Background: an optimization exercise with open tools, aiming at small area, a short achievable clock period and few clock cycles. Do not read the settings as production practice.
The RTL was checked by simulation tests, not by an equivalence proof against the original design.
Power and IR drop assume default switching activity.

===== flow/config.mk =====
export PLATFORM = sky130hd
export DESIGN_NAME = go_back_n_sender_window
export DESIGN_NICKNAME = go_back_n_sender_window
export VERILOG_FILES = /design/flow/design.v
export SDC_FILE = /design/flow/constraint.sdc
export NUM_CORES = 4
export LEC_CHECK = 0
export CAP_MARGIN = 20
export CORE_MARGIN = 2
export CORE_UTILIZATION = 40
export SLEW_MARGIN = 20

===== flow/run.sh =====
#!/bin/bash
# synth_recipe.tcl (not shown) runs the flow's synth.tcl, then flattens the netlist and writes it again
# the make line also repeats each setting of config.mk as NAME=value (left out here)
make -C /OpenROAD-flow-scripts/flow DESIGN_CONFIG=/design/flow/config.mk WORK_HOME=/design/flow/orfs CLKGATE_MAP_FILE= SYNTH_SCRIPT=/design/flow/synth_recipe.tcl finish

===== flow/design.v =====
package gbn_pkg;
    typedef logic [1:0] op_t;
    localparam op_t OP_SEND = 2'd0;
    localparam op_t OP_ACK  = 2'd1;
    localparam op_t OP_TICK = 2'd2;
    localparam op_t OP_NONE = 2'd3;
    typedef logic [2:0] event_t;
    localparam event_t EV_SENT    = 3'd0;
    localparam event_t EV_REFUSED = 3'd1;
    localparam event_t EV_ACK_OK  = 3'd2;
    localparam event_t EV_ACK_IGN = 3'd3;
    localparam event_t EV_RESENT  = 3'd4;
    localparam logic REG_WINDOW  = 1'b0;
    localparam logic REG_TIMEOUT = 1'b1;
    localparam int WIN_W       = 5;
    localparam int TIMEOUT_W   = 20;
    localparam int CFG_W       = 20;
    localparam int SEQ_OUT_W   = 7;
    localparam int SLOT_OUT_W  = 4;
    localparam int TIME_W      = 32;
    localparam int WINDOW_RESET = 10;
    localparam logic [TIMEOUT_W-1:0] TIMEOUT_RESET = 20'd100000;
    typedef struct packed {
        logic   capture;
        logic   time_tick;
        logic   walk_start;
        logic   walk_step;
        logic   do_send;
        logic   ack_release;
        logic   stamp;
        logic   diff_load;
        logic   emit;
        logic   last;
        event_t ev;
    } cmd_t;
    typedef struct packed {
        logic full;
        logic empty;
        logic walk_end;
        logic match;
        logic timeout;
        logic resend_last;
        logic out_free;
    } status_t;
endpackage
module gbn_controller (
    input  logic              clk,
    input  logic              rst_n,
    input  logic              in_valid,
    input  logic [1:0]        operation,
    input  gbn_pkg::status_t  st,
    output logic              in_stall,
    output gbn_pkg::cmd_t     cmd
);
    localparam logic [2:0] ST_IDLE   = 3'd0;
    localparam logic [2:0] ST_SEND   = 3'd1;
    localparam logic [2:0] ST_ACK    = 3'd2;
    localparam logic [2:0] ST_TICK   = 3'd3;
    localparam logic [2:0] ST_TCMP   = 3'd4;
    localparam logic [2:0] ST_RESEND = 3'd5;
    logic [2:0] state_reg, state_next;
    assign in_stall = (state_reg != ST_IDLE);
    always_comb
    begin
        state_next = state_reg;
        cmd        = '0;
        cmd.ev     = gbn_pkg::EV_SENT;
        case (state_reg)
            ST_IDLE:
            begin
                if (in_valid)
                begin
                    cmd.capture    = 1'b1;
                    cmd.walk_start = 1'b1;
                    case (operation)
                        gbn_pkg::OP_SEND: state_next = ST_SEND;
                        gbn_pkg::OP_ACK:  state_next = ST_ACK;
                        gbn_pkg::OP_TICK:
                        begin
                            cmd.time_tick = 1'b1;
                            state_next    = ST_TICK;
                        end
                        default: state_next = ST_IDLE;
                    endcase
                end
            end
            ST_SEND:
            begin
                if (st.out_free)
                begin
                    cmd.emit = 1'b1;
                    cmd.last = 1'b1;
                    if (st.full)
                        cmd.ev = gbn_pkg::EV_REFUSED;
                    else
                    begin
                        cmd.ev      = gbn_pkg::EV_SENT;
                        cmd.do_send = 1'b1;
                    end
                    state_next = ST_IDLE;
                end
            end
            ST_ACK:
            begin
                if (st.walk_end || st.match)
                begin
                    if (st.out_free)
                    begin
                        cmd.emit = 1'b1;
                        cmd.last = 1'b1;
                        if (st.walk_end)
                            cmd.ev = gbn_pkg::EV_ACK_IGN;
                        else
                        begin
                            cmd.ev          = gbn_pkg::EV_ACK_OK;
                            cmd.ack_release = 1'b1;
                        end
                        state_next = ST_IDLE;
                    end
                end
                else
                    cmd.walk_step = 1'b1;
            end
            ST_TICK:
            begin
                if (st.empty)
                    state_next = ST_IDLE;
                else
                begin
                    cmd.diff_load = 1'b1;
                    state_next    = ST_TCMP;
                end
            end
            ST_TCMP:
            begin
                if (st.timeout)
                    state_next = ST_RESEND;
                else
                    state_next = ST_IDLE;
            end
            ST_RESEND:
            begin
                if (st.out_free)
                begin
                    cmd.emit  = 1'b1;
                    cmd.ev    = gbn_pkg::EV_RESENT;
                    cmd.stamp = 1'b1;
                    cmd.last  = st.resend_last;
                    if (st.resend_last)
                        state_next = ST_IDLE;
                    else
                        cmd.walk_step = 1'b1;
                end
            end
            default:
                state_next = ST_IDLE;
        endcase
    end
    always_ff @(posedge clk or negedge rst_n)
    begin
        if (!rst_n)
            state_reg <= ST_IDLE;
        else
            state_reg <= state_next;
    end
endmodule
module gbn_datapath #(
    parameter int MAX_SLOTS        = 16,
    parameter int SEQUENCE_MODULUS = 127
) (
    input  logic                              clk,
    input  logic                              rst_n,
    input  logic                              cfg_write,
    input  logic                              cfg_index,
    input  logic [gbn_pkg::CFG_W-1:0]         cfg_data,
    input  logic [gbn_pkg::SEQ_OUT_W-1:0]     ack_sequence,
    input  logic                              out_stall,
    input  gbn_pkg::cmd_t                     cmd,
    output gbn_pkg::status_t                  st,
    output logic                              out_valid,
    output logic [2:0]                        event_res,
    output logic [gbn_pkg::SEQ_OUT_W-1:0]     sequence_res,
    output logic [gbn_pkg::SLOT_OUT_W-1:0]    slot,
    output logic [gbn_pkg::SLOT_OUT_W-1:0]    released_count,
    output logic                              last
);
    localparam int PW = (MAX_SLOTS > 1) ? $clog2(MAX_SLOTS) : 1;
    localparam int LW = PW + 1;
    localparam int SW = (SEQUENCE_MODULUS > 1) ? $clog2(SEQUENCE_MODULUS) : 1;
    localparam int TW = gbn_pkg::TIME_W;
    localparam int RESET_LEN =
        (gbn_pkg::WINDOW_RESET > MAX_SLOTS) ? MAX_SLOTS : gbn_pkg::WINDOW_RESET;
    logic [SW-1:0] seq_mem [MAX_SLOTS];
    logic [TW-1:0] time_mem [MAX_SLOTS];
    logic [LW-1:0] ring_len_reg, ring_len_next;
    logic [gbn_pkg::TIMEOUT_W-1:0] timeout_reg, timeout_next;
    logic [PW-1:0] oldest_reg, oldest_next;
    logic [PW-1:0] next_ptr_reg, next_ptr_next;
    logic [SW-1:0] next_seq_reg, next_seq_next;
    logic [TW-1:0] time_reg, time_next;
    logic [PW-1:0] walk_reg, walk_next;
    logic [LW-1:0] count_reg, count_next;
    logic [gbn_pkg::SEQ_OUT_W-1:0] ack_reg;
    logic [TW-1:0] diff_reg;
    logic [SW-1:0] rd_seq_reg;
    logic [TW-1:0] rd_time_reg;
    logic          out_valid_reg, out_valid_next;
    logic [2:0]    ev_reg;
    logic [gbn_pkg::SEQ_OUT_W-1:0]  seq_out_reg;
    logic [gbn_pkg::SLOT_OUT_W-1:0] slot_out_reg;
    logic [gbn_pkg::SLOT_OUT_W-1:0] rel_out_reg;
    logic          last_reg;
    logic [gbn_pkg::WIN_W-1:0] win;
    logic [LW-1:0] len_wr;
    logic [PW-1:0] next_after_next, next_after_walk;
    logic [SW:0]   seq_inc;
    logic          out_free;
    function automatic logic [PW-1:0] ring_step(input logic [PW-1:0] p,
                                                input logic [LW-1:0] len);
        logic [LW-1:0] inc;
        inc = {1'b0, p} + 1'b1;
        if (inc == len)
            ring_step = '0;
        else
            ring_step = inc[PW-1:0];
    endfunction
    assign win = cfg_data[gbn_pkg::WIN_W-1:0];
    always_comb
    begin
        if (win < 5'd2)
            len_wr = LW'(2);
        else if (32'(win) > 32'(MAX_SLOTS))
            len_wr = LW'(MAX_SLOTS);
        else
            len_wr = LW'(win);
    end
    assign next_after_next = ring_step(next_ptr_reg, ring_len_reg);
    assign next_after_walk = ring_step(walk_reg, ring_len_reg);
    assign seq_inc         = {1'b0, next_seq_reg} + 1'b1;
    assign out_free        = !out_valid_reg || !out_stall;
    assign st.full        = (next_after_next == oldest_reg);
    assign st.empty       = (oldest_reg == next_ptr_reg);
    assign st.walk_end    = (walk_reg == next_ptr_reg);
    assign st.match       = (32'(rd_seq_reg) == 32'(ack_reg));
    assign st.timeout     = (diff_reg > {{(TW - gbn_pkg::TIMEOUT_W){1'b0}}, timeout_reg});
    assign st.resend_last = (next_after_walk == next_ptr_reg);
    assign st.out_free    = out_free;
    always_comb
    begin
        ring_len_next = ring_len_reg;
        timeout_next  = timeout_reg;
        oldest_next   = oldest_reg;
        next_ptr_next = next_ptr_reg;
        next_seq_next = next_seq_reg;
        time_next     = time_reg;
        if (cmd.time_tick)
            time_next = time_reg + 1'b1;
        if (cmd.do_send)
        begin
            next_ptr_next = next_after_next;
            if (seq_inc == (SW+1)'(SEQUENCE_MODULUS))
                next_seq_next = '0;
            else
                next_seq_next = seq_inc[SW-1:0];
        end
        if (cmd.ack_release)
            oldest_next = next_after_walk;
        if (cfg_write)
        begin
            if (cfg_index == gbn_pkg::REG_WINDOW)
            begin
                ring_len_next = len_wr;
                oldest_next   = '0;
                next_ptr_next = '0;
            end
            else
                timeout_next = cfg_data[gbn_pkg::TIMEOUT_W-1:0];
        end
    end
    always_comb
    begin
        walk_next  = walk_reg;
        count_next = count_reg;
        if (cmd.walk_start)
        begin
            walk_next  = oldest_reg;
            count_next = '0;
        end
        else if (cmd.walk_step)
        begin
            walk_next  = next_after_walk;
            count_next = count_reg + 1'b1;
        end
    end
    always_comb
    begin
        out_valid_next = out_valid_reg;
        if (out_free)
            out_valid_next = cmd.emit;
    end
    always_ff @(posedge clk or negedge rst_n)
    begin
        if (!rst_n)
        begin
            ring_len_reg  <= LW'(RESET_LEN);
            timeout_reg   <= gbn_pkg::TIMEOUT_RESET;
            oldest_reg    <= '0;
            next_ptr_reg  <= '0;
            next_seq_reg  <= '0;
            time_reg      <= '0;
            out_valid_reg <= 1'b0;
        end
        else
        begin
            ring_len_reg  <= ring_len_next;
            timeout_reg   <= timeout_next;
            oldest_reg    <= oldest_next;
            next_ptr_reg  <= next_ptr_next;
            next_seq_reg  <= next_seq_next;
            time_reg      <= time_next;
            out_valid_reg <= out_valid_next;
        end
    end
    always_ff @(posedge clk)
    begin
        walk_reg  <= walk_next;
        count_reg <= count_next;
        if (cmd.capture)
            ack_reg <= ack_sequence;
        if (cmd.diff_load)
            diff_reg <= time_reg - rd_time_reg;
    end
    always_ff @(posedge clk)
    begin
        if (cmd.do_send)
        begin
            seq_mem[next_ptr_reg]  <= next_seq_reg;
            time_mem[next_ptr_reg] <= time_reg;
        end
        else if (cmd.stamp)
            time_mem[walk_reg] <= time_reg;
    end
    always_ff @(posedge clk)
    begin
        rd_seq_reg  <= seq_mem[walk_next];
        rd_time_reg <= time_mem[walk_next];
    end
    always_ff @(posedge clk)
    begin
        if (out_free && cmd.emit)
        begin
            ev_reg   <= cmd.ev;
            last_reg <= cmd.last;
            case (cmd.ev)
                gbn_pkg::EV_SENT:
                begin
                    seq_out_reg  <= gbn_pkg::SEQ_OUT_W'(next_seq_reg);
                    slot_out_reg <= gbn_pkg::SLOT_OUT_W'(next_ptr_reg);
                    rel_out_reg  <= '0;
                end
                gbn_pkg::EV_ACK_OK:
                begin
                    seq_out_reg  <= ack_reg;
                    slot_out_reg <= gbn_pkg::SLOT_OUT_W'(walk_reg);
                    rel_out_reg  <= gbn_pkg::SLOT_OUT_W'(count_reg + 1'b1);
                end
                gbn_pkg::EV_ACK_IGN:
                begin
                    seq_out_reg  <= ack_reg;
                    slot_out_reg <= '0;
                    rel_out_reg  <= '0;
                end
                gbn_pkg::EV_RESENT:
                begin
                    seq_out_reg  <= gbn_pkg::SEQ_OUT_W'(rd_seq_reg);
                    slot_out_reg <= gbn_pkg::SLOT_OUT_W'(walk_reg);
                    rel_out_reg  <= '0;
                end
                default:
                begin
                    seq_out_reg  <= '0;
                    slot_out_reg <= '0;
                    rel_out_reg  <= '0;
                end
            endcase
        end
    end
    assign out_valid      = out_valid_reg;
    assign event_res      = ev_reg;
    assign sequence_res   = seq_out_reg;
    assign slot           = slot_out_reg;
    assign released_count = rel_out_reg;
    assign last           = last_reg;
endmodule
module go_back_n_sender_window #(
    parameter int MAX_SLOTS        = 16,
    parameter int SEQUENCE_MODULUS = 127
) (
    input  logic        clk,
    input  logic        rst_n,
    input  logic        cfg_write,
    input  logic        cfg_index,
    input  logic [19:0] cfg_data,
    input  logic        in_valid,
    output logic        in_stall,
    input  logic [1:0]  operation,
    input  logic [6:0]  ack_sequence,
    output logic        out_valid,
    input  logic        out_stall,
    output logic [2:0]  event_res,
    output logic [6:0]  sequence_res,
    output logic [3:0]  slot,
    output logic [3:0]  released_count,
    output logic        last
);
    gbn_pkg::cmd_t    cmd;
    gbn_pkg::status_t st;
    gbn_controller u_ctrl (
        .clk       (clk),
        .rst_n     (rst_n),
        .in_valid  (in_valid),
        .operation (operation),
        .st        (st),
        .in_stall  (in_stall),
        .cmd       (cmd)
    );
    gbn_datapath #(
        .MAX_SLOTS        (MAX_SLOTS),
        .SEQUENCE_MODULUS (SEQUENCE_MODULUS)
    ) u_dp (
        .clk            (clk),
        .rst_n          (rst_n),
        .cfg_write      (cfg_write),
        .cfg_index      (cfg_index),
        .cfg_data       (cfg_data),
        .ack_sequence   (ack_sequence),
        .out_stall      (out_stall),
        .cmd            (cmd),
        .st             (st),
        .out_valid      (out_valid),
        .event_res      (event_res),
        .sequence_res   (sequence_res),
        .slot           (slot),
        .released_count (released_count),
        .last           (last)
    );
endmodule

===== flow/constraint.sdc =====
create_clock -name core_clock -period 5.5 [get_ports {clk}]
set_input_delay 1.1000 -clock core_clock [delete_from_list [all_inputs] [get_ports {clk}]]
set_output_delay 1.1000 -clock core_clock [all_outputs]
set_load 0.01 [all_outputs]

==> results.txt <==
TritonCTS clock tree -> built
Site row count -> 108
Max reg flops -> 512
Largest Register -> u_dp.time_mem
Post-synthesis sequential area ratio -> 0.662
I/O Pins -> 56
Gr ovfl total -> 0
Mapped Cells -> 2,547
Synth top area cells -> edfxtp_1 58%, o211ai_1 10%, dfrtp_1 4.8%
Wire length per cell -> 23.3 µm
Startpoint types -> register
Critical Path, Cell by Cell -> ha_1, xnor2_1, o211ai_1, a211oi_1, mux2i_1, nand4_2, o21ai_4, o21ai_0, a31oi_2, o211a_2, buf_4, o211ai_1, nand4_1
Cell Int Power -> 13.4 mW
# diodes -> 0
CP delay by family, top -> compound AO/OA/AOI/OAI gates
Peak supply drop -> 0.471 mV
Number of stages on the worst setup path -> 13
Port buffer count -> 55
Setup CP Type -> register to register
Routed Antenna Nets -> 0
CP required -> 6.06 ns
DR iter-0 viols -> 2,238
Total power -> 20.9 mW
RSZ-0062 raised after global routing -> no
Register Area -> 23,300 µm²
Top Registers -> u_dp.time_mem (512), u_dp.seq_mem (112)
Vias in the first global route -> 21,500
Achievable Freq -> 203 MHz
Fillers -> 7,589
CTS max path bufs -> 3
Synth top area share -> 0.581
LEAKAGE -> 13.9 nW
Reg power frac -> 0.372
Fin cells -> 3,813
Final hold vios -> 0
Post-CTS setup buffers -> 0
Die height -> 301 µm
Die ar. -> 90,600 µm²
Mapped Avg Cell Area -> 13.8 µm²
Clk slew on worst S/H paths -> 0.06 ns
Clk latency of the worst-skew pair -> 0.65 ns
Number of H-tree levels -> 3
Total CTS buffers -> 85
Total core area -> 87,000 µm²
WP buf/inv -> 1
Dominant cell type by area after synthesis -> edfxtp_1
Distinct cells, synth -> 74
P_sw -> 7.53 mW
Chip Width -> 301 µm
Syn_nets -> 2,646
CTS Root Cell -> clkbuf_16
Critical Path Sink Type -> register
Clk_skew -> 0.0317 ns
Post-synth top flop -> edfxtp_1
Slew @ Worst Pin -> 1.07 ns
Asr flop ratio synth -> 0.0944
MaxCap Viol Count -> 0
Post-synth EDFFs -> 682
Combinational share of power -> 0.365
Reg2reg path depth -> 13
Outcome -> finished clean
DP Cell Count -> 3,654
Crit-path slowest cell -> o211a_2
Antenna violations before repair -> 0
Setup slack after layout -> 0.569 ns
FF-to-FF setup slack -> 0.57 ns
Resize count post-CTS -> 0
Layout area overhead -> 13.2%
Vias -> 21,600
Initial core utilization -> 0.405
Setup Slack @ Placement -> 0.699 ns
DRC -> 0
Multi-input logic area -> 10,400 µm²
CP max FO -> 25
Drt total wl -> 88,900 µm
Total track usage -> 0.195
Worst min path class -> primary input to asynchronous set/reset pin
Number of setup violations in the final report -> 0
Register bit count reported by yosys -> 805
Most Frequent Cell on Critical Path -> o211ai_1
Post-DR vias/cell -> 5.66
Slew Viols, Final -> 0
Largest net degree at the start of global routing -> 157
Setup tns final -> 0 ns
Pwr/cell area -> 523 nW/µm²
TritonRoute pass-1 iters -> 6
Final period utilization -> 0.897
CP peak stage delay -> 0.81 ns
Ys Warns -> 2
# hold bufs at CTS -> 0
Fin nets -> 2,686
Clk sinks -> 805
Clock share of power -> 0.264
Final critical-path required period -> 4.93 ns
First-pass GRT wire length -> 134,000 µm
Final RePlAce weighted congestion -> 0.842
Layout cells sized above 1 -> 0.126
Crit path DAT -> 5.49 ns
Post-DP HPWL -> 50,300 µm
Sw Share -> 0.361
Post-Syn Area -> 35,300 µm²
Rel. slew slack -> 0.282
[kinds of logic after synthesis]
logic type	after synthesis	share of synthesized area
buffers and inverters	405	0.0485
adders and majority gates	64	0.0229
AOI/OAI and AO/OA	651	0.135
and+or+nand+nor	347	0.0501
DFF	805	0.662
muxes	185	0.0589
xor gates and xnor gates	90	0.0226
[area by class of cell]
cell class / count / area share
sequential: 805 / 0.584
multi-input combinational: 1337 / 0.260
clock buffer: 123 / 0.0589
tap: 1155 / 0.0362
timing repair buffer: 116 / 0.0298
inverter: 242 / 0.0229
clock inverter: 35 / 0.00771
[layer usage]
layer / track usage / wire length, µm
met2: 0.313 / 41600
met5: 0 / 0
met4: 0.0657 / 2340
met1: 0.270 / 39400
met3: 0.0318 / 5560
[power by group through the flow]
stage | registers, mW | logic (mW) | clock network (mW)
2_1_floorplan | 7.69 | 5.61 | 0
3_3_place_gp | 7.86 | 7.44 | 0
3_5_place_dp | 7.88 | 7.58 | 0
4_1_cts | 7.76 | 7.60 | 5.61
5_1_grt | 7.82 | 8.29 | 5.85
6_report | 7.76 | 7.61 | 5.51
[worst paths after layout]
path / startpoint / endpoint
setup / recovery: u_dp.walk_reg[0] / u_dp.rd_time_reg[15]
setup reg to reg: u_dp.walk_reg[0] / u_dp.rd_time_reg[15]
hold reg to reg: u_dp.timeout_reg[4] / u_dp.timeout_reg[4]
hold / removal: rst_n / u_dp.time_reg[23]
min in group core_clock: u_dp.timeout_reg[4] / u_dp.timeout_reg[4]
max in group asynchronous: rst_n / u_dp.time_reg[4]
[worst register-to-register path: cells and delay by family (launching register included)]
kind | cells | cell delay, ns
xor gates and xnor gates | 1 | 0.25
AOI/OAI and AO/OA | 7 | 2.64
adders and majority gates | 1 | 0.38
DFF | 1 | 0.65
and+or+nand+nor | 2 | 0.26
muxes | 1 | 0.29
buffers and inverters | 1 | 0.38
[cell usage after synthesis (5+ instances only)]
| cell | instances |
|---|---|
| edfxtp_1 | 682 |
| o211ai_1 | 472 |
| inv_1 | 242 |
| mux2_2 | 116 |
| clkbuf_1 | 112 |
| nor2_1 | 88 |
| nand2_1 | 69 |
| dfrtp_1 | 68 |
| ha_1 | 63 |
| mux2_1 | 60 |
| xnor2_1 | 57 |
| nand4_1 | 56 |
| dfxtp_1 | 47 |
| a21oi_1 | 35 |
| o21ai_0 | 32 |
| xor2_1 | 32 |
| nand3_1 | 29 |
| a21o_1 | 25 |
| and3_1 | 20 |
| buf_2 | 20 |
| and2_1 | 16 |
| buf_6 | 16 |
| nand2b_1 | 14 |
| nor2b_1 | 14 |
| nor3_1 | 14 |
| o21a_1 | 13 |
| a211oi_1 | 12 |
| buf_4 | 12 |
| dfstp_2 | 8 |
| mux2i_1 | 8 |
| a222oi_1 | 7 |
| a22o_1 | 5 |
| o21ai_1 | 5 |
| or3_1 | 5 |
[cell usage in the layout (no fill, tap or decap), types with 7 or more instances in the layout]
cell type | synthesis | routed
buf_12 | 0 | 13
and2_1 | 16 | 15
nand2b_1 | 14 | 13
mux2_1 | 60 | 60
a21oi_1 | 35 | 33
mux2_2 | 116 | 116
xnor2_1 | 57 | 57
mux2i_1 | 8 | 8
o21ai_0 | 32 | 32
clkinv_2 | 0 | 15
a222oi_1 | 7 | 7
ha_1 | 63 | 63
a211oi_1 | 12 | 12
dfstp_2 | 8 | 8
inv_1 | 242 | 241
buf_4 | 12 | 48
nand2_1 | 69 | 69
dfrtp_1 | 68 | 68
dfxtp_1 | 47 | 47
nand3_1 | 29 | 29
o211ai_1 | 472 | 472
nor2b_1 | 14 | 13
clkdlybuf4s50_1 | 0 | 54
o21a_1 | 13 | 11
a21o_1 | 25 | 25
edfxtp_1 | 682 | 682
xor2_1 | 32 | 32
nor3_1 | 14 | 13
nor2_4 | 0 | 15
nand4_1 | 56 | 56
clkbuf_1 | 112 | 32
clkbuf_16 | 0 | 87
and3_1 | 20 | 20
nor2_1 | 88 | 73
clkinv_1 | 0 | 11
[through the flow]
step	util	hold WS, ns	instance area, µm²
after global routing	0.459	0.453	39900
after floorplan	-	0.450	35300
after global placement	0.428	0.478	37200
after detailed placement	0.428	0.495	37200
after CTS	0.459	0.417	39900
final	0.459	0.435	39900
Testbench counts, summed over its fixed seeds: cycles 22,610.

## separate check: timing with driven ports
No port has a modelled driver above. Below, the same layout with a new extraction and two added sets of constraints. Step 1, drivers: a clkbuf_16 drives clk and a buf_2 each remaining input, both assumed. Step 2 adds t to the input delays and takes it off the output delays; t is the mean of the earliest and latest rising clock arrival at the registers after step 1. Input paths then give back, and output paths get back, about the clock's delay inside the block. a / b / c = no drivers / after step 1 / after step 2; a / b = the first two.
shift t [ns]: 0.692
slack for setup (ns): 0.569 / 0.569 / 0.569
slew at the worst register clock pin (ns): 0.06 / 0.06
After both steps setup and hold are still met in this run. For this run, drivers alone change the setup slack by 0.000 ns; drivers and shift together by 0.000 ns.
